Source: an optimization exercise on an open RTL-to-GDS flow (aim: small area). Production flows keep margins and buffers that such runs may drop. Function was checked by simulation only, so behaviour that the tests miss may differ from the original. No activity file was given, so power comes from the tool's default toggle rates.

## dual_wheel_incremental_pid_drive
module dual_wheel_incremental_pid_drive #(
	parameter int TICK_BITS = dwpid_pkg::TICK_BITS
) (
	input  logic                        clk,
	input  logic                        arst_n,
	input  logic                        psel,
	input  logic                        penable,
	input  logic                        pwrite,
	input  logic [4:0]                  paddr,
	input  logic [31:0]                 pwdata,
	output logic [31:0]                 prdata,
	output logic                        pready,
	input  logic                        in_valid,
	output logic                        in_stall,
	input  logic [2:0]                  cmd,
	input  logic signed [15:0]          speed,
	input  logic signed [TICK_BITS-1:0] left_ticks,
	input  logic signed [TICK_BITS-1:0] right_ticks,
	output logic                        out_valid,
	input  logic                        out_stall,
	output logic [15:0]                 left_duty,
	output logic [1:0]                  left_dir,
	output logic [15:0]                 right_duty,
	output logic [1:0]                  right_dir,
	output logic signed [15:0]          left_speed,
	output logic signed [15:0]          right_speed,
	output logic signed [31:0]          left_odometry,
	output logic signed [31:0]          right_odometry
);
For scale: roughly 1700 cells after synthesis, ~430 flip-flops, about 21000 um^2 of cells after synthesis.
clock: 12.0 ns
lec_check: 0
cap_margin: 20
core_margin: 2
core_utilization: 40
cts_buf_list: sky130_fd_sc_hd__clkbuf_16
cts_cluster_diameter: 120
cts_cluster_size: 24
slew_margin: 20
run.sh (not shown) runs the stock make flow with config.mk's settings and CLKGATE_MAP_FILE= SYNTH_SCRIPT=/design/flow/synth_recipe.tcl, a recipe that flattens the netlist after the stock synthesis.
The baseline ran to the end with no violations.
Change:
CTS_BUF_LIST = sky130_fd_sc_hd__clkbuf_8   (was sky130_fd_sc_hd__clkbuf_16)
CTS_CLUSTER_DIAMETER = 100   (was 120)
CTS_CLUSTER_SIZE = 18   (was 24)
Design area shrinks by 0.60%.
Clock skew goes up by 21 ps.
Final cell count goes up by 0.50%.
Setup slack gets better by 9.4 ps.

========
job 2917:
Another version of the RTL of dual_wheel_incremental_pid_drive (not shown whole).
For scale: ~440 flip-flops, ~260 I/O pins, about 20000 um^2 of cells after synthesis.
==> flow/config.mk <==
export PLATFORM = sky130hd
export DESIGN_NAME = dual_wheel_incremental_pid_drive
export DESIGN_NICKNAME = dual_wheel_incremental_pid_drive
export VERILOG_FILES = /design/flow/design.v
export SDC_FILE = /design/flow/constraint.sdc
export NUM_CORES = 4
export LEC_CHECK = 0
export CAP_MARGIN = 5
export CORE_MARGIN = 2
export CORE_UTILIZATION = 40
export GPL_TIMING_DRIVEN = 0
export SLEW_MARGIN = 5
==> flow/constraint.sdc <==
create_clock -name core_clock -period 12.0 [get_ports {clk}]
set_input_delay 2.4000 -clock core_clock [delete_from_list [all_inputs] [get_ports {clk}]]
set_output_delay 2.4000 -clock core_clock [all_outputs]
set_load 0.01 [all_outputs]
standard.sh (not shown) runs the stock make flow with config.mk's settings and CLKGATE_MAP_FILE= SYNTH_SCRIPT=/design/flow/synth_recipe.tcl, a recipe that flattens the netlist after the stock synthesis.
==> flow/flow/run.sh <==
#!/bin/bash
# The standard layout (standard.sh, with its synthesis unchanged) with two options changed:
# the port buffers are the smallest buffer cell, and clock tree synthesis uses clkbuf_16
# leaf clusters of up to 24 sinks and adds no dummy loads. All tool output goes to
# standard.log here and to ORFS's per-step logs under orfs/logs.
set -euo pipefail
export BUFFER_PORTS_ARGS="-buffer_cell sky130_fd_sc_hd__buf_1"
export CTS_ARGS="-sink_clustering_enable -repair_clock_nets -sink_clustering_size 24 -sink_clustering_max_diameter 120 -buf_list sky130_fd_sc_hd__clkbuf_16 -dont_use_dummy_load"
bash standard.sh finish > standard.log 2>&1
Job 2917 did not stop at any stage, and its layout met the timing, DRC and antenna checks.
Relative to job 2917, the following input files were edited for job 8361:
- changing SLEW_MARGIN from 5 to 0
- changing CAP_MARGIN from 5 to 0
- removing GPL_TIMING_DRIVEN (formerly 0)
Results
Taking job 2917 as the reference, in job 8361 data required time at the worst endpoint about even; worst supply voltage drop on vdd fell 8.6 uV; number of placed I/O pins about even. Post-place instance area, job 8361 vs job 2917: down by a few percent. Relative to job 2917, the cell area measured on job 8361 has decreased by a few percent. Number of filler cells placed in the layout grows slightly when moving from job 2917 to job 8361.
> inputs changed (job 8361 -> job 9650)
- SLEW_MARGIN: 0 -> 20
- CAP_MARGIN: 0 -> 20
- ABC_AREA: unset -> 1
==> run notes <==
Re area share of buffers outside the clock network: job 9650 is 0.44 points down on job 8361.
On number of tap instances: between job 9650 and job 8361, it ends up lower for job 8361.
Of the two values seen for cell with the largest stage delay on the worst path, a21oi_1 was produced by job 8361 and fa_1 by job 9650.
On clock insertion delay at the later pin of the skew report, job 9650 and job 8361 are neck and neck.
The inputs of job 6904 differ from those of job 9650 as listed below.
- removing ABC_AREA (formerly 1)
==> flow/flow/run.sh <==
#!/bin/bash
set -euo pipefail
HERE=$(pwd)
export BUFFER_PORTS_ARGS="-buffer_cell sky130_fd_sc_hd__buf_1"
export CTS_ARGS="-sink_clustering_enable -repair_clock_nets -sink_clustering_size 24 -sink_clustering_max_diameter 120 -buf_list sky130_fd_sc_hd__clkbuf_16 -dont_use_dummy_load"
bash standard.sh SYNTH_SCRIPT="$HERE/flow/my_synth.tcl" finish > standard.log 2>&1
==> flow/flow/my_synth.tcl (new file) <==
proc synth {args} { yosys synth -nofsm -noshare {*}$args }
# Technology mapping with Yosys's own ABC script for liberty mapping (area oriented), in place of
# ORFS's delay-oriented script; the -liberty and -dont_use arguments are kept.
proc abc {args} {
  set keep {}
  set i 0
  while {$i < [llength $args]} {
    set a [lindex $args $i]
    if {$a eq "-liberty" || $a eq "-dont_use"} {
      lappend keep $a [lindex $args [expr {$i + 1}]]
      incr i 2
    } elseif {$a eq "-script" || $a eq "-constr" || $a eq "-D"} {
      incr i 2
    } else {
      lappend keep $a
      incr i
    }
  }
  yosys abc {*}$keep
}
source $::env(SCRIPTS_DIR)/synth.tcl
# left out here: clear keep_hierarchy, flatten, clean up, hide names made inside functions, write 1_2_yosys.v
## What came out
Slack of the critical path for job 6904 is lower than for job 9650. Job 6904 ended with less cell count than job 9650. The share of power burned in combinational logic number comes out higher for job 6904 vs job 9650. Between job 6904 and job 9650, the stage delay of the slowest cell on the critical path is lower for job 9650. Job 6904: post-detailed-placement half-perimeter wirelength 12% below job 9650.
Input changes introduced in job 9527 (baseline for comparison: job 6904):
- PLACE_DENSITY: unset -> 0.85
diff --git a/flow/flow/run.sh b/flow/flow/run.sh
--- a/flow/flow/run.sh
+++ b/flow/flow/run.sh
@@ -1,0 +2,4 @@
+# The standard layout (standard.sh, with its synthesis unchanged) with two options changed:
+# the port buffers are the smallest buffer cell, and clock tree synthesis uses clkbuf_16
+# leaf clusters of up to 24 sinks and adds no dummy loads. All tool output goes to
+# standard.log here and to ORFS's per-step logs under orfs/logs.
@@ -3 +6,0 @@
-HERE=$(pwd)
@@ -6 +9 @@
-bash standard.sh SYNTH_SCRIPT="$HERE/flow/my_synth.tcl" finish > standard.log 2>&1
+bash standard.sh finish > standard.log 2>&1
removed: flow/flow/my_synth.tcl
--- outcome ---
In the reports for job 6904 and job 9527, the smaller maximum net fanout on the critical path belongs to job 6904.
Number of antenna violations at the first check in global routing delta for job 9527 relative to job 6904: 2 higher
Worst setup slack: job 9527 vs job 6904 down 36 ps
Job 9527 vs job 6904: post-route core utilization down in job 9527
Looking only at sequential share of layout area, and setting everything else aside, the higher value of job 6904 and job 9527 goes to job 6904.
Looking at via count of the first global-routing pass, job 9527 sits about 9% higher than job 6904 does.
Wire: job 9527 routes more than job 6904
[job 9527 vs job 6904] core outline area: higher in job 9527
Compared with job 6904, total power of the final layout in job 9527 decreased by a little under 10%.
Taking job 6904 over job 9527, the number of standard cells after synthesis ratio works out to 0.926.
Shortest period the worst path allows came out higher on job 9527 than on job 6904.

========
wip/yarrow:
Starting RTL as in the previous note.
Settings: LEC_CHECK=0, CAP_MARGIN=20, CORE_MARGIN=2, CORE_UTILIZATION=40, SLEW_MARGIN=20; clock period 12.0 ns.
==> flow/flow/run.sh <==
#!/bin/bash
# The standard layout (standard.sh, with its synthesis unchanged) with two options changed:
# the port buffers are the smallest buffer cell, and clock tree synthesis uses clkbuf_16
# leaf clusters of up to 24 sinks and adds no dummy loads. All tool output goes to
# standard.log here and to ORFS's per-step logs under orfs/logs.
set -euo pipefail
export BUFFER_PORTS_ARGS="-buffer_cell sky130_fd_sc_hd__buf_1"
export CTS_ARGS="-sink_clustering_enable -repair_clock_nets -sink_clustering_size 24 -sink_clustering_max_diameter 120 -buf_list sky130_fd_sc_hd__clkbuf_16 -dont_use_dummy_load"
bash standard.sh finish > standard.log 2>&1
Input changes introduced in wip/cedar (baseline for comparison: wip/yarrow):
==> flow/flow/run.sh <==
#!/bin/bash
set -euo pipefail
export BUFFER_PORTS_ARGS="-buffer_cell sky130_fd_sc_hd__buf_1"
export CTS_ARGS="-sink_clustering_enable -repair_clock_nets -sink_clustering_size 14 -sink_clustering_max_diameter 80 -buf_list sky130_fd_sc_hd__clkbuf_8 -dont_use_dummy_load"
bash standard.sh finish > standard.log 2>&1
Notes after the runs:
Register-to-register slack (lower): wip/yarrow
Diff wip/yarrow -> wip/cedar: post-route fraction of the period consumed by the critical path went down 0.38 points, combinational share of power has remained practically unchanged, final area closely matched the old numbers, met3 layer wire length in the routed design higher.
> inputs changed (wip/cedar -> wip/delta)
Settings: PLACE_DENSITY: unset -> 0.8; CORE_UTILIZATION: 40 -> 65.
==> flow/flow/run.sh <==
#!/bin/bash
# The standard layout (standard.sh, with its synthesis unchanged) with two options changed:
# the port buffers are the smallest buffer cell, and clock tree synthesis uses clkbuf_16
# leaf clusters of up to 24 sinks and adds no dummy loads. All tool output goes to
# standard.log here and to ORFS's per-step logs under orfs/logs.
set -euo pipefail
export BUFFER_PORTS_ARGS="-buffer_cell sky130_fd_sc_hd__buf_1"
export CTS_ARGS="-sink_clustering_enable -repair_clock_nets -sink_clustering_size 24 -sink_clustering_max_diameter 120 -buf_list sky130_fd_sc_hd__clkbuf_16 -dont_use_dummy_load"
bash standard.sh finish > standard.log 2>&1
--- outcome ---
In the tables for wip/delta and wip/cedar, sequential share of layout area reads lower with wip/cedar.
Side by side, sum of buffers and inverters on the critical path turned out lower in wip/delta than in wip/cedar.
Worst setup slack, wip/delta and wip/cedar: smaller value in wip/delta
Clock buffer count on wip/delta is down relative to wip/cedar.
Min cell depth of the worst flop-to-flop path across wip/delta and wip/cedar: wip/delta
Of wip/delta and wip/cedar, the run reporting the lower clock skew was wip/delta.
Going from wip/cedar to wip/delta, minimum setup slack after placement went up; global-route total usage across every layer grew by 10 points.
--- input diff wip/delta..wip/nickel ---
Settings: a change of CORE_UTILIZATION from 65 to 40; a deleted PLACE_DENSITY that had been 0.8.
==> flow/flow/run.sh <==
#!/bin/bash
# The standard layout (standard.sh) with three options changed:
#  - synthesis runs flow/my_synth.tcl: the standard synthesis script, except that the
#    technology mapping uses Yosys's own (area-oriented) ABC script instead of ORFS's
#    delay-oriented one; registers, their names and cell types are unchanged;
#  - the port buffers are the smallest buffer cell;
#  - clock tree synthesis uses clkbuf_16 leaf clusters of up to 24 sinks and no dummy loads.
# All tool output goes to standard.log here and to ORFS's per-step logs under orfs/logs.
set -euo pipefail
HERE=$(pwd)
export BUFFER_PORTS_ARGS="-buffer_cell sky130_fd_sc_hd__buf_1"
export CTS_ARGS="-sink_clustering_enable -repair_clock_nets -sink_clustering_size 24 -sink_clustering_max_diameter 120 -buf_list sky130_fd_sc_hd__clkbuf_16 -dont_use_dummy_load"
bash standard.sh SYNTH_SCRIPT="$HERE/flow/my_synth.tcl" finish > standard.log 2>&1
==> flow/flow/my_synth.tcl (new file) <==
proc synth {args} { yosys synth -nofsm -noshare {*}$args }
# Same as synth_recipe.tcl (the standard synthesis), with ABC called without the ORFS script,
# constraint file and delay target.
# Technology mapping with Yosys's own ABC script for liberty mapping (area oriented), in place of
# ORFS's delay-oriented script; the -liberty and -dont_use arguments are kept.
proc abc {args} {
  set keep {}
  set i 0
  while {$i < [llength $args]} {
    set a [lindex $args $i]
    if {$a eq "-liberty" || $a eq "-dont_use"} {
      lappend keep $a [lindex $args [expr {$i + 1}]]
      incr i 2
    } elseif {$a eq "-script" || $a eq "-constr" || $a eq "-D"} {
      incr i 2
    } else {
      lappend keep $a
      incr i
    }
  }
  yosys abc {*}$keep
}
source $::env(SCRIPTS_DIR)/synth.tcl
# left out here: clear keep_hierarchy, flatten, clean up, hide names made inside functions, write 1_2_yosys.v
--- outcome ---
- Taking wip/delta as the reference, in wip/nickel inverter count of the layout excluding clock inverters -18%; count of cells along the worst register-to-register path down 3; total length of routed met2 wires fell by about 5%; die footprint went up 53%.
- Against wip/delta as the reference, wip/nickel delivers a lower post-detailed-routing wire length.
- On highest clock rate, wip/nickel tracks wip/delta almost exactly.
- wip/nickel ends up with higher sequential share of layout area than wip/delta does.
- When wip/nickel is set beside wip/delta, its maximum net fanout on the critical path turns out to be 3 smaller.

[re-timing with driven ports]
How much do the figures lean on ideal ports? The routed layouts below were timed once more, with nothing changed but the port constraints.
Step 1 sets driving cells, clkbuf_16 on the clock port and buf_2 on the other inputs (assumed; they add their load-dependent delay and slew).
Step 2 moves the port delays by t, midway between the first and last clock arrival at a register: inputs arrive t later, outputs are due t later. That takes back most of the time a late clock gives input paths.
a / b / c = ideal / step 1 / step 2; a / b = the first two.
run | t (ns) | setup WS [ns] | worst setup path after step 2 | cell pins on the clock port's net
the first run of note 1 | 0.613 | 0.396 / 0.396 / 0.396 | register to register | 1
the second run of note 1 | 0.706 | 0.406 / 0.406 / 0.406 | register to register | 1
job 2917 | 0.596 | 0.570 / 0.570 / 0.570 | register to register | 1
job 8361 | 0.595 | 0.822 / 0.822 / 0.822 | register to register | 1
job 9650 | 0.595 | 0.988 / 0.988 / 0.988 | register to register | 1
job 6904 | 0.588 | 0.748 / 0.748 / 0.748 | register to register | 1
job 9527 | 0.603 | 0.712 / 0.712 / 0.712 | register to register | 1
wip/yarrow | 0.603 | 0.879 / 0.879 / 0.879 | register to register | 1
wip/cedar | 0.629 | 0.924 / 0.924 / 0.924 | register to register | 1
wip/delta | 0.581 | 0.741 / 0.741 / 0.741 | register to register | 1
wip/nickel | 0.588 | 0.748 / 0.748 / 0.748 | register to register | 1
After both steps every run listed still meets setup and hold.
